This design comes from an exercise in tuning for small area, a short achievable clock period and few clock cycles per item on the open sky130 flow, not from production work. The RTL was checked by simulation tests, not by an equivalence proof against the original design. Power figures rest on the tool's default switching activity, not on a simulated workload.

`flow/design.v`:
```
`timescale 1ns/10ps
package uop_pkg;
    typedef enum logic [5:0] {
        op_noop    = 6'd0,
        op_alu_reg = 6'd1,
        op_addi    = 6'd2,
        op_andi    = 6'd3,
        op_ori     = 6'd4,
        op_xori    = 6'd5
    } opcode_t;
    typedef enum logic [5:0] {
        fn_add = 6'd0,
        fn_sub = 6'd1,
        fn_and = 6'd2,
        fn_or  = 6'd3,
        fn_xor = 6'd4,
        fn_sll = 6'd5,
        fn_srl = 6'd6,
        fn_slt = 6'd7
    } alu_fn_t;
    typedef struct packed {
        logic [4:0] src_b;
        logic [4:0] pad;
        alu_fn_t    fn;
    } r_form_t;
    typedef union packed {
        r_form_t     r_form;
        logic [15:0] i_form;
    } operand_u;
    typedef struct packed {
        opcode_t    opcode;
        logic [4:0] target;
        logic [4:0] src_a;
        operand_u   operands;
    } uop_t;
    typedef struct packed {
        alu_fn_t                       fn;
        logic [$clog2(32)-1:0]  target;
        logic [32-1:0]              op_a;
        logic [32-1:0]              op_b;
    } rs_entry_t;
endpackage
`timescale 1ns/10ps
package core_pkg;
    typedef logic [$clog2(32)-1:0] reg_idx_t;
    typedef logic [32-1:0] data_t;
endpackage
`timescale 1ns/10ps
module rf_aoi222 (
    input  logic s0, d0, s1, d1, s2, d2,
    output logic y
);
    assign y = !((s0 && d0) || (s1 && d1) || (s2 && d2));
endmodule
module rf_nand2 (
    input  logic s0, d0,
    output logic y
);
    assign y = !(s0 && d0);
endmodule
module rf_nand4 (input logic [3:0] x, output logic y);
    assign y = !(&x);
endmodule
module rf_nand3 (input logic [2:0] x, output logic y);
    assign y = !(&x);
endmodule
module rf_port (
    input  logic [31:1]      sel,
    input  logic [31*32-1:0] regs,    
    output logic [3*32-1:0]  part     
);
    for (genvar k = 0; k < 32; k++) begin : g_bit
        logic [10:0] t;
        for (genvar j = 0; j < 10; j++) begin : g_aoi
            rf_aoi222 u (
                .s0(sel[3*j+1]), .d0(regs[32*(3*j+1)-32+k]),
                .s1(sel[3*j+2]), .d1(regs[32*(3*j+2)-32+k]),
                .s2(sel[3*j+3]), .d2(regs[32*(3*j+3)-32+k]),
                .y(t[j])
            );
        end
        rf_nand2 u_last (.s0(sel[31]), .d0(regs[32*31-32+k]), .y(t[10]));
        rf_nand4 g0 (.x(t[3:0]),  .y(part[3*k]));
        rf_nand4 g1 (.x(t[7:4]),  .y(part[3*k+1]));
        rf_nand3 g2 (.x(t[10:8]), .y(part[3*k+2]));
    end
endmodule
module rf_fin (
    input  logic       f,
    input  logic [2:0] p,
    input  logic       rest_n,
    input  logic       en,
    input  logic       sum,
    output logic       y
);
    logic rf_n, sum_n;
    rf_aoi222 u_rf (.s0(f), .d0(p[0]), .s1(f), .d1(p[1]), .s2(f), .d2(p[2]), .y(rf_n));
    rf_nand2  u_sm (.s0(en), .d0(sum), .y(sum_n));
    rf_nand3  u_y  (.x({rf_n, rest_n, sum_n}), .y(y));
endmodule
`timescale 1ns/10ps
module ks_and2 (input logic a, b, output logic y);
    assign y = a && b;
endmodule
module ks_xor2 (input logic a, b, output logic y);
    assign y = a ^ b;
endmodule
module ks_ao21 (input logic g, p, gl, output logic y);
    assign y = g || (p && gl);
endmodule
module ks_add16 (
    input  logic [15:0] a,
    input  logic [15:0] b,
    input  logic        cin,
    output logic [15:0] s,
    output logic        cout
);
    logic [15:0] g0, p0;
    logic [15:0] g [0:4];
    logic [15:0] p [0:4];
    for (genvar i = 0; i < 16; i++) begin : g_pg
        ks_and2 u_g (.a(a[i]), .b(b[i]), .y(g0[i]));
        ks_xor2 u_p (.a(a[i]), .b(b[i]), .y(p0[i]));
    end
    ks_ao21 u_c0 (.g(g0[0]), .p(p0[0]), .gl(cin), .y(g[0][0]));
    assign g[0][15:1] = g0[15:1];
    assign p[0]       = p0;
    for (genvar l = 0; l < 4; l++) begin : g_lvl
        localparam int D = 1 << l;
        for (genvar i = 0; i < 16; i++) begin : g_node
            if (i >= D) begin : g_op
                ks_ao21 u_g (.g(g[l][i]), .p(p[l][i]), .gl(g[l][i-D]), .y(g[l+1][i]));
                if (i >= 2 * D && l < 3) begin : g_pp
                    ks_and2 u_p (.a(p[l][i]), .b(p[l][i-D]), .y(p[l+1][i]));
                end else begin : g_pn
                    assign p[l+1][i] = 1'b0;    
                end
            end else begin : g_pass
                assign g[l+1][i] = g[l][i];
                assign p[l+1][i] = p[l][i];
            end
        end
    end
    ks_xor2 u_s0 (.a(p0[0]), .b(cin), .y(s[0]));
    for (genvar i = 1; i < 16; i++) begin : g_sum
        ks_xor2 u_s (.a(p0[i]), .b(g[4][i-1]), .y(s[i]));
    end
    assign cout = g[4][15];
endmodule
module ks_merge16 (
    input  logic [15:0] rest,
    input  logic [15:0] sum,
    input  logic        en,
    output logic [15:0] y
);
    for (genvar i = 0; i < 16; i++) begin : g_bit
        ks_ao21 u (.g(rest[i]), .p(sum[i]), .gl(en), .y(y[i]));
    end
endmodule
`timescale 1ns/10ps
module uop_core (
    input  logic               clk,
    input  logic               reset,
    input  logic               uop_valid,
    input  logic [31:0]        uop,
    output logic               uop_ready,
    output logic               result_valid,
    output logic [4:0]         result_reg,
    output logic [31:0]        result_value
);
    logic        ready_q;
    logic        stall_q;
    logic        d_v, d_wr, d_late, d_reg, d_sext;
    logic [4:0]  d_t;
    logic [31:1] d_sa, d_sb;       
    logic [4:0]  d_a, d_b;
    logic        d_va, d_vb;       
    logic [31:1] vld;
    logic [31:1] vld_nx;
    logic [31:0] vld_nx0;          
    logic [15:0] d_imm;
    logic        d_add, d_sub, d_and, d_or, d_xor, d_sll, d_srl, d_slt;
    logic        d_h1a, d_h2a, d_h3a, d_h1b, d_h2b, d_h3b;
    logic        p_v, p_wr;
    logic [4:0]  p_t;
    logic        p_add, p_sub, p_and, p_or, p_xor, p_sll, p_srl, p_slt;
    logic [31:0] p_a, p_b;
    logic        p_pa, p_pb;
    logic        q_v, q_wr;
    logic [4:0]  q_t;
    logic        q_add, q_sub, q_and, q_or, q_xor, q_sll, q_srl, q_slt;
    logic [31:0] q_a;
    logic [15:0] q_bh;
    logic [4:0]  q_sh;
    logic [15:0] q_lo;
    logic        q_c;
    logic        w_v, w_wr;
    logic [31:1] w_we;             
    logic [4:0]  w_t;
    logic [31:0] w_val;
    logic [15:0] x1_lo;
    logic [15:0] x1_sum;             
    logic [15:0] x1_oth;             
    logic [15:0] x2_sum;             
    logic [15:0] x2_oth;             
    logic [15:0] q_a_hi_nx, q_bh_nx;
    logic        x1_c;
    logic [31:0] x2_y;
    logic       take;
    logic [5:0] opc;
    logic [5:0] fn;
    logic [4:0] u_t, u_a, u_b;
    logic       is_reg, is_res, is_late;
    logic       ha1, ha2, ha3, hb1, hb2, hb3;
    logic       hz_late;
    assign uop_ready = ready_q;
    assign take      = uop_valid && ready_q && !reset;
    assign opc       = uop[31:26];
    assign fn        = uop[5:0];
    assign u_t       = uop[25:21];
    assign u_a       = uop[20:16];
    assign u_b       = uop[15:11];
    assign is_reg    = (opc == 6'd1);
    assign is_res    = (opc >= 6'd1) && (opc <= 6'd5);
    assign is_late   = is_reg && (fn == 6'd6 || fn == 6'd7);
    assign ha1 = d_wr && (d_t == u_a);
    assign ha2 = p_wr && (p_t == u_a);
    assign ha3 = q_wr && (q_t == u_a);
    assign hb1 = is_reg && d_wr && (d_t == u_b);
    assign hb2 = is_reg && p_wr && (p_t == u_b);
    assign hb3 = is_reg && q_wr && (q_t == u_b);
    assign hz_late = is_res && d_late && (ha1 || hb1);
    always_ff @(posedge clk) begin
        if (reset) begin
            ready_q <= 1'b0;
            stall_q <= 1'b0;
        end else begin
            ready_q <= !(take && hz_late);
            stall_q <= take && hz_late;
        end
    end
    always_ff @(posedge clk) begin
        if (reset) begin
            d_v  <= 1'b0;
            d_wr <= 1'b0;
        end else if (!stall_q) begin
            d_v  <= take && is_res;
            d_wr <= take && is_res && (u_t != 5'd0);
        end
    end
    always_ff @(posedge clk) begin
        for (int i = 1; i < 32; i++) begin
            d_sa[i] <= ((stall_q ? d_a : u_a) == 5'(i));
            d_sb[i] <= ((stall_q ? d_b : u_b) == 5'(i));
        end
    end
    always_ff @(posedge clk) begin
        if (!stall_q) begin
            d_t    <= u_t;
            d_a    <= u_a;
            d_b    <= u_b;
            d_va   <= vld_nx0[u_a];
            d_vb   <= vld_nx0[u_b];
            d_reg  <= is_reg;
            d_imm  <= uop[15:0];
            d_sext <= (opc == 6'd2) && uop[15];
            d_late <= is_late;
            d_add  <= (opc == 6'd2) || (is_reg && (fn == 6'd0 || fn == 6'd1));
            d_sub  <= is_reg && (fn == 6'd1 || fn == 6'd7);
            d_and  <= (opc == 6'd3) || (is_reg && fn == 6'd2);
            d_or   <= (opc == 6'd4) || (is_reg && fn == 6'd3);
            d_xor  <= (opc == 6'd5) || (is_reg && fn == 6'd4);
            d_sll  <= is_reg && fn == 6'd5;
            d_srl  <= is_reg && fn == 6'd6;
            d_slt  <= is_reg && fn == 6'd7;
            d_h1a  <= ha1;
            d_h2a  <= !ha1 && ha2;
            d_h3a  <= !ha1 && !ha2 && ha3;
            d_h1b  <= hb1;
            d_h2b  <= !hb1 && hb2;
            d_h3b  <= !hb1 && !hb2 && hb3;
        end else begin
            d_va   <= |(d_sa & vld_nx);
            d_vb   <= |(d_sb & vld_nx);
            d_h1a  <= 1'b0;
            d_h2a  <= d_h1a;
            d_h3a  <= d_h2a;
            d_h1b  <= 1'b0;
            d_h2b  <= d_h1b;
            d_h3b  <= d_h2b;
        end
    end
    logic [31:0] r_a, r_b;
    logic [31:0]      regs [1:31];
    logic [31*32-1:0] rf_flat;
    logic [3*32-1:0]  rf_a_p, rf_b_p;
    logic             vld_a, vld_b;
    always_ff @(posedge clk) begin
        for (int i = 1; i < 32; i++) begin
            if (w_we[i]) begin
                regs[i] <= w_val;
            end
        end
    end
    always_ff @(posedge clk) begin
        for (int i = 1; i < 32; i++) begin
            if (reset) begin
                vld[i] <= 1'b0;
            end else if (w_we[i]) begin
                vld[i] <= 1'b1;
            end
        end
    end
    always_comb begin
        for (int i = 1; i < 32; i++) begin
            rf_flat[32*i-1 -: 32] = regs[i];
        end
    end
    always_comb begin
        for (int i = 1; i < 32; i++) begin
            vld_nx[i] = vld[i] || w_we[i];
        end
    end
    assign vld_nx0 = {vld_nx, 1'b0};
    assign vld_a = d_va;
    assign vld_b = d_vb;
    rf_port rd_a (.sel(d_sa), .regs(rf_flat), .part(rf_a_p));
    rf_port rd_b (.sel(d_sb), .regs(rf_flat), .part(rf_b_p));
    logic f_a1, f_a2, f_a3, f_arf;
    logic f_b1, f_b2, f_b3, f_brf, f_bim;
    assign f_a1  = d_h1a;
    assign f_a2  = d_h2a;
    assign f_a3  = d_h3a;
    assign f_arf = !d_h1a && !d_h2a && !d_h3a && vld_a;
    assign f_b1  = d_reg && d_h1b;
    assign f_b2  = d_reg && d_h2b;
    assign f_b3  = d_reg && d_h3b;
    assign f_brf = d_reg && !d_h1b && !d_h2b && !d_h3b && vld_b;
    assign f_bim = !d_reg;
    logic [31:0] r_a_rest, r_b_rest;
    assign r_a_rest[31:16] = ({16{f_a2}}  & x2_oth)
                           | ({16{f_a3}}  & w_val[31:16]);
    assign r_a_rest[15:0]  = ({16{f_a1}}  & x1_oth)
                           | ({16{f_a2}}  & x2_lo_oth)
                           | ({16{f_a3}}  & w_val[15:0]);
    assign r_b_rest[31:16] = ({16{f_bim}} & {16{d_sext}})
                           | ({16{f_b2}}  & x2_oth)
                           | ({16{f_b3}}  & w_val[31:16]);
    assign r_b_rest[15:0]  = ({16{f_bim}} & d_imm)
                           | ({16{f_b1}}  & x1_oth)
                           | ({16{f_b2}}  & x2_lo_oth)
                           | ({16{f_b3}}  & w_val[15:0]);
    logic r_a_rest0, r_b_rest0;
    ks_ao21 m_ra_0 (.g(r_a_rest[0]), .p(x2_sum[15]), .gl(f_a2 && x2_slt_eq), .y(r_a_rest0));
    ks_ao21 m_rb_0 (.g(r_b_rest[0]), .p(x2_sum[15]), .gl(f_b2 && x2_slt_eq), .y(r_b_rest0));
    logic [31:0] r_a_rest_n, r_b_rest_n;
    logic [31:0] x_sum;
    logic        en_a_hi, en_a_lo, en_b_hi, en_b_lo;
    assign r_a_rest_n = ~{r_a_rest[31:1], r_a_rest0};
    assign r_b_rest_n = ~{r_b_rest[31:1], r_b_rest0};
    assign x_sum      = {x2_sum, x1_sum};
    assign en_a_hi    = f_a2 && q_add;
    assign en_a_lo    = f_a1 && p_add;
    assign en_b_hi    = f_b2 && q_add;
    assign en_b_lo    = f_b1 && p_add;
    for (genvar k = 0; k < 32; k++) begin : g_opnd
        rf_fin fa (
            .f(f_arf), .p(rf_a_p[3*k+2 -: 3]), .rest_n(r_a_rest_n[k]),
            .en(k >= 16 ? en_a_hi : en_a_lo), .sum(x_sum[k]), .y(r_a[k])
        );
        rf_fin fb (
            .f(f_brf), .p(rf_b_p[3*k+2 -: 3]), .rest_n(r_b_rest_n[k]),
            .en(k >= 16 ? en_b_hi : en_b_lo), .sum(x_sum[k]), .y(r_b[k])
        );
    end
    always_ff @(posedge clk) begin
        if (reset) begin
            p_v  <= 1'b0;
            p_wr <= 1'b0;
        end else begin
            p_v  <= d_v && !stall_q;
            p_wr <= d_wr && !stall_q;
        end
    end
    always_ff @(posedge clk) begin
        p_t   <= d_t;
        p_add <= d_add;
        p_sub <= d_sub;
        p_and <= d_and;
        p_or  <= d_or;
        p_xor <= d_xor;
        p_sll <= d_sll;
        p_srl <= d_srl;
        p_slt <= d_slt;
        p_a   <= r_a;
        p_b   <= r_b;
        p_pa  <= d_h1a;
        p_pb  <= d_h1b;
    end
    ks_add16 add_lo (
        .a(p_a[15:0]), .b(p_b[15:0] ^ {16{p_sub}}), .cin(p_sub),
        .s(x1_sum), .cout(x1_c)
    );
    assign x1_oth = ({16{p_and}} & (p_a[15:0] & p_b[15:0]))
                  | ({16{p_or}}  & (p_a[15:0] | p_b[15:0]))
                  | ({16{p_xor}} & (p_a[15:0] ^ p_b[15:0]))
                  | ({16{p_sll}} & (p_a[15:0] << p_b[3:0]) & {16{!p_b[4]}});
    ks_merge16 m_x1 (.rest(x1_oth), .sum(x1_sum), .en(p_add), .y(x1_lo));
    always_ff @(posedge clk) begin
        if (reset) begin
            q_v  <= 1'b0;
            q_wr <= 1'b0;
        end else begin
            q_v  <= p_v;
            q_wr <= p_wr;
        end
    end
    always_ff @(posedge clk) begin
        q_t   <= p_t;
        q_add <= p_add;
        q_sub <= p_sub;
        q_and <= p_and;
        q_or  <= p_or;
        q_xor <= p_xor;
        q_sll <= p_sll;
        q_srl <= p_srl;
        q_slt <= p_slt;
        q_lo  <= x1_lo;
        q_c   <= x1_c;
        q_a   <= {q_a_hi_nx, p_a[15:0]};
        q_bh  <= q_bh_nx;
        q_sh  <= p_b[4:0];
    end
    logic [31:0] x2_sll, x2_srl;
    logic        x2_co;
    ks_add16 add_hi (
        .a(q_a[31:16]), .b(q_bh ^ {16{q_sub}}), .cin(q_c),
        .s(x2_sum), .cout(x2_co)
    );
    assign x2_sll = q_a << q_sh;
    assign x2_srl = q_a >> q_sh;
    logic        x2_slt_ne;          
    logic        x2_slt_eq;          
    logic [15:0] x2_lo_oth;          
    assign x2_slt_ne = q_slt && (q_a[31] != q_bh[15]);
    assign x2_slt_eq = q_slt && (q_a[31] == q_bh[15]);
    assign x2_oth = ({16{q_and}} & (q_a[31:16] & q_bh))
                  | ({16{q_or}}  & (q_a[31:16] | q_bh))
                  | ({16{q_xor}} & (q_a[31:16] ^ q_bh))
                  | ({16{q_sll}} & x2_sll[31:16])
                  | ({16{q_srl}} & x2_srl[31:16]);
    ks_merge16 m_x2 (.rest(x2_oth), .sum(x2_sum), .en(q_add), .y(x2_y[31:16]));
    ks_merge16 m_qa (
        .rest(p_pa ? x2_oth : p_a[31:16]), .sum(x2_sum), .en(p_pa && q_add), .y(q_a_hi_nx)
    );
    ks_merge16 m_qb (
        .rest(p_pb ? x2_oth : p_b[31:16]), .sum(x2_sum), .en(p_pb && q_add), .y(q_bh_nx)
    );
    assign x2_lo_oth = q_lo
                     | ({16{q_srl}} & x2_srl[15:0])
                     | {15'd0, x2_slt_ne && q_a[31]};
    assign x2_y[15:1] = x2_lo_oth[15:1];
    ks_ao21 m_x2_0 (.g(x2_lo_oth[0]), .p(x2_sum[15]), .gl(x2_slt_eq), .y(x2_y[0]));
    always_ff @(posedge clk) begin
        if (reset) begin
            w_v  <= 1'b0;
            w_wr <= 1'b0;
            w_we <= '0;
        end else begin
            w_v  <= q_v;
            w_wr <= q_wr;
            for (int i = 1; i < 32; i++) begin
                w_we[i] <= q_wr && (q_t == 5'(i));
            end
        end
    end
    always_ff @(posedge clk) begin
        w_t   <= q_t;
        w_val <= x2_y;
    end
    assign result_valid = w_v;
    assign result_reg   = w_t;
    assign result_value = w_val;
endmodule
```
`flow/run.sh`:
```
#!/bin/bash
# synth_recipe.tcl (not shown) runs the flow's synth.tcl, then flattens the netlist and writes it again
# the make line also repeats each setting of config.mk as NAME=value (left out here)
make -C /OpenROAD-flow-scripts/flow DESIGN_CONFIG=/design/flow/config.mk WORK_HOME=/design/flow/orfs CLKGATE_MAP_FILE= SYNTH_SCRIPT=/design/flow/synth_recipe.tcl finish
```
`flow/config.mk`:
```
export PLATFORM = sky130hd
export DESIGN_NAME = uop_core
export DESIGN_NICKNAME = uop_core
export VERILOG_FILES = /design/flow/design.v
export SDC_FILE = /design/flow/constraint.sdc
export NUM_CORES = 4
export LEC_CHECK = 0
export CAP_MARGIN = 20
export CORE_MARGIN = 2
export CORE_UTILIZATION = 30
export SETUP_SLACK_MARGIN = 3.0
export SLEW_MARGIN = 20
export SYNTH_HIERARCHICAL = 1
export SYNTH_MINIMUM_KEEP_SIZE = 0
export TNS_END_PERCENT = 5
```
`flow/constraint.sdc`:
```
create_clock -name core_clock -period 5.5 [get_ports {clk}]
set_input_delay 1.1000 -clock core_clock [delete_from_list [all_inputs] [get_ports {clk}]]
set_output_delay 1.1000 -clock core_clock [all_outputs]
set_load 0.01 [all_outputs]
```
==> flow_metrics.tcl <==
set metrics [dict create \
    leakagePower_nw 25.4 \
    wirelength_microns 244000 \
    slew_headroom 0.217 \
    first_pass_iters 13 \
    cts_buffer_depth 3 \
    end_kind "register" \
    grt.met1_usage 0.284 \
    critPathLaunchType "register" \
    drv_slew 0 \
    grt_setup_unrepaired "yes" \
    place_hpwl_microns 140000 \
    use_met3 0.0785 \
    finalSetupTns_ns 0 \
    root_buffer "clkbuf_16" \
    reg2reg_to "q_bh[2]" \
    vias 48000 \
    whs_endpoint "p_srl" \
    min-delay-start "d_srl" \
    overflow 0 \
    die_h_microns 450 \
    postRouteAntennaNets 0 \
    largest_register "regs" \
    worst_ir_drop_vdd_v 0.000337 \
    status "finished clean" \
    avgViaCountPerCell 6.48 \
    holdPathStages 0 \
    core_area_sq_um 198000 \
    critPathKind "reg -> reg" \
    grt_pass1_wl_microns 333000 \
    fillerInstances 18700 \
    grt_max_degree 97 \
    path_clk_slew_ns 0.06 \
    setup_viol 0 \
    critPathMaxStageDelay_ns 0.52 \
    initial_core_util 0.302 \
    insertion_delay_ns 0.78 \
    antenna_found_initial 7 \
    cts.htree.levels 4 \
    arrival_ns 3.49 \
    top_usage_layer "met2" \
    r2r-start "q_sh[0]" \
    clock.fmax_mhz 352 \
    grt_pass1_vias 45600 \
    die_w_microns 450 \
    finalWeightedCongestion 0.960 \
    pin_count 74 \
    worstPathMaxFanout 12 \
    min_path_type "reg -> reg" \
    worstMarginPinSlew_ns 1.17 \
    p_per_area_nw_per_um2 317 \
    reg2reg_setup_slack_ns 2.66 \
    rr_worst_depth 9 \
    synthesis.area_sq_um 59700 \
    rows 163 \
    drtIter0Drc 11300 \
    portBuffers 73 \
    syn_nets 4364 \
    drive_gt1_frac 0.174 \
    track_usage 0.224 \
    cts_tree "done" \
    syn_inst 4263 \
    fin_nets 4745 \
    drc 0 \
    critPathSlowestCell "mux4_2" \
    fp.dieArea_sq_um 203000 \
    synth.avg_cell_area_sq_um 14.0 \
    finalHoldViolations 0 \
    routedWlPerCell_microns 32.9 \
    worst-endpoint-required_ns 6.15 \
    met2_usage 0.346 \
    cts_buffers 140 \
    path_buf_inv 3 \
    path_cells "buf_4, buf_4, bufbuf_16, mux2_2, mux4_2, nand3_1, nand4_2, mux2_2, a21o_1" \
    fin_skew_ns 0.0267 \
    finalCritPeriodShare 0.516 \
    cap_violations 0 \
    cp_top_family "multiplexers" \
    clock_sinks 1374 \
    largest_reg_flops 992 \
    total_power_w 0.0228 \
    area_delta_synth_final_pct 20.7 \
    yosysWarningCount 13 \
    finalCriticalPeriod_ns 2.84 \
]
repair_timing:
action | 4_1_cts | 5_1_grt
pin swaps | 15 | 51
endpoints found under the setup margin | 186 | 207
buffers inserted | 22 | 81
gates cloned | 11 | 15
hold buffers | 0 | 0
resized for setup | 224 | 245
worst max path at each step:
stage               from               end  cells after the start  slack [ns]
2_1_floorplan      d_h1a           p_a[10]                      5        2.02
6_report         q_sh[0]           q_bh[2]                      9        2.66
4_1_cts        w_val[27]  result_value[27]                      2        2.74
3_3_place_gp     uop[12]              d_vb                      4        1.99
3_5_place_dp     uop[12]              d_vb                      4        1.98
5_1_grt          q_sh[0]           p_b[19]                      9        2.62
layer usage:
layer | wire length (microns) | share of wire
met3 | 37000 | 0.15
met2 | 107000 | 0.44
met4 | 12800 | 0.052
met5 | 55 | 0.00023
met1 | 86800 | 0.36
metrics by stage:
stage,hold slack (ns),instances,setup WS (ns),util,instance area (sq um)
global route,0.347,7400,2.62,0.365,72000
detailed placement,0.324,7012,1.98,0.326,64500
global placement,0.328,7012,1.99,0.326,64500
finish,0.340,7406,2.66,0.365,72100
CTS,0.341,7303,2.74,0.355,70100
floorplan,0.310,4263,2.02,-,59800
where the power goes:
group	internal, W	switching (W)
Clock	0.00563	0.00405
Combinational	0.000701	0.00109
Sequential	0.0111	0.000229
layout by cell type (no fill, tap or decap), types with 14 or more instances in the layout:
cell type,count
xor2_1,104
a21oi_1,43
dlygate4sd2_1,21
nand2b_1,18
o21ai_0,110
dfxtp_2,53
clkbuf_8,18
nor2_1,225
a31oi_1,14
a21o_1,168
mux4_2,66
mux2_2,62
clkdlybuf4s50_1,37
a22oi_1,29
and2_1,108
edfxtp_1,1024
ha_1,66
buf_12,53
dfxtp_1,259
mux2i_1,56
inv_1,87
nand2_1,265
clkinv_2,22
nand4_1,151
buf_6,29
a221oi_1,20
clkbuf_16,164
nor3_1,26
dfxtp_4,38
nand3_1,150
clkbuf_1,39
buf_4,173
nor2b_1,23
a222oi_1,724
cell type report:
type,instances,area [sq um],share of cell area
multi-input combinational,2675,21500,0.299
clock buffer,207,4130,0.0573
tap,2640,3300,0.0458
clock inverter,51,513,0.00712
timing repair buffer,363,4280,0.0594
antenna,6,15.0,0.000208
sequential,1374,38000,0.527
inverter,90,342,0.00474
worst register-to-register path, stage by stage (launching register included):
cell and delay, ns:
dfxtp_4 0.44, buf_4 0.14, buf_4 0.10, bufbuf_16 0.28
mux2_2 0.34, mux4_2 0.52, nand3_1 0.15, nand4_2 0.25
mux2_2 0.36, a21o_1 0.15
Testbench counts, summed over its fixed seeds: cycles 16,473, items 16,000.

[separate check: timing with driven ports]
Ports are ideal in the flow. The routed layout listed here was re-timed in OpenROAD.
Step 1 sets driving cells, clkbuf_16 on the clock port and buf_2 on the other inputs (assumed; they add their load-dependent delay and slew).
Step 2 moves the port delays by t, midway between the first and last clock arrival at a register: inputs arrive t later, outputs are due t later. That takes back most of the time a late clock gives input paths.
Three values: ideal, step 1, step 2; two values: the first two.
t (ns): 0.841
setup slack, ns: 2.661 / 2.661 / 1.974
latest minus earliest clock arrival (ns): 0.032 / 0.032
After both steps this run still meets setup and hold. For this run, drivers alone change the setup slack by 0.000 ns; drivers and shift together by -0.687 ns.
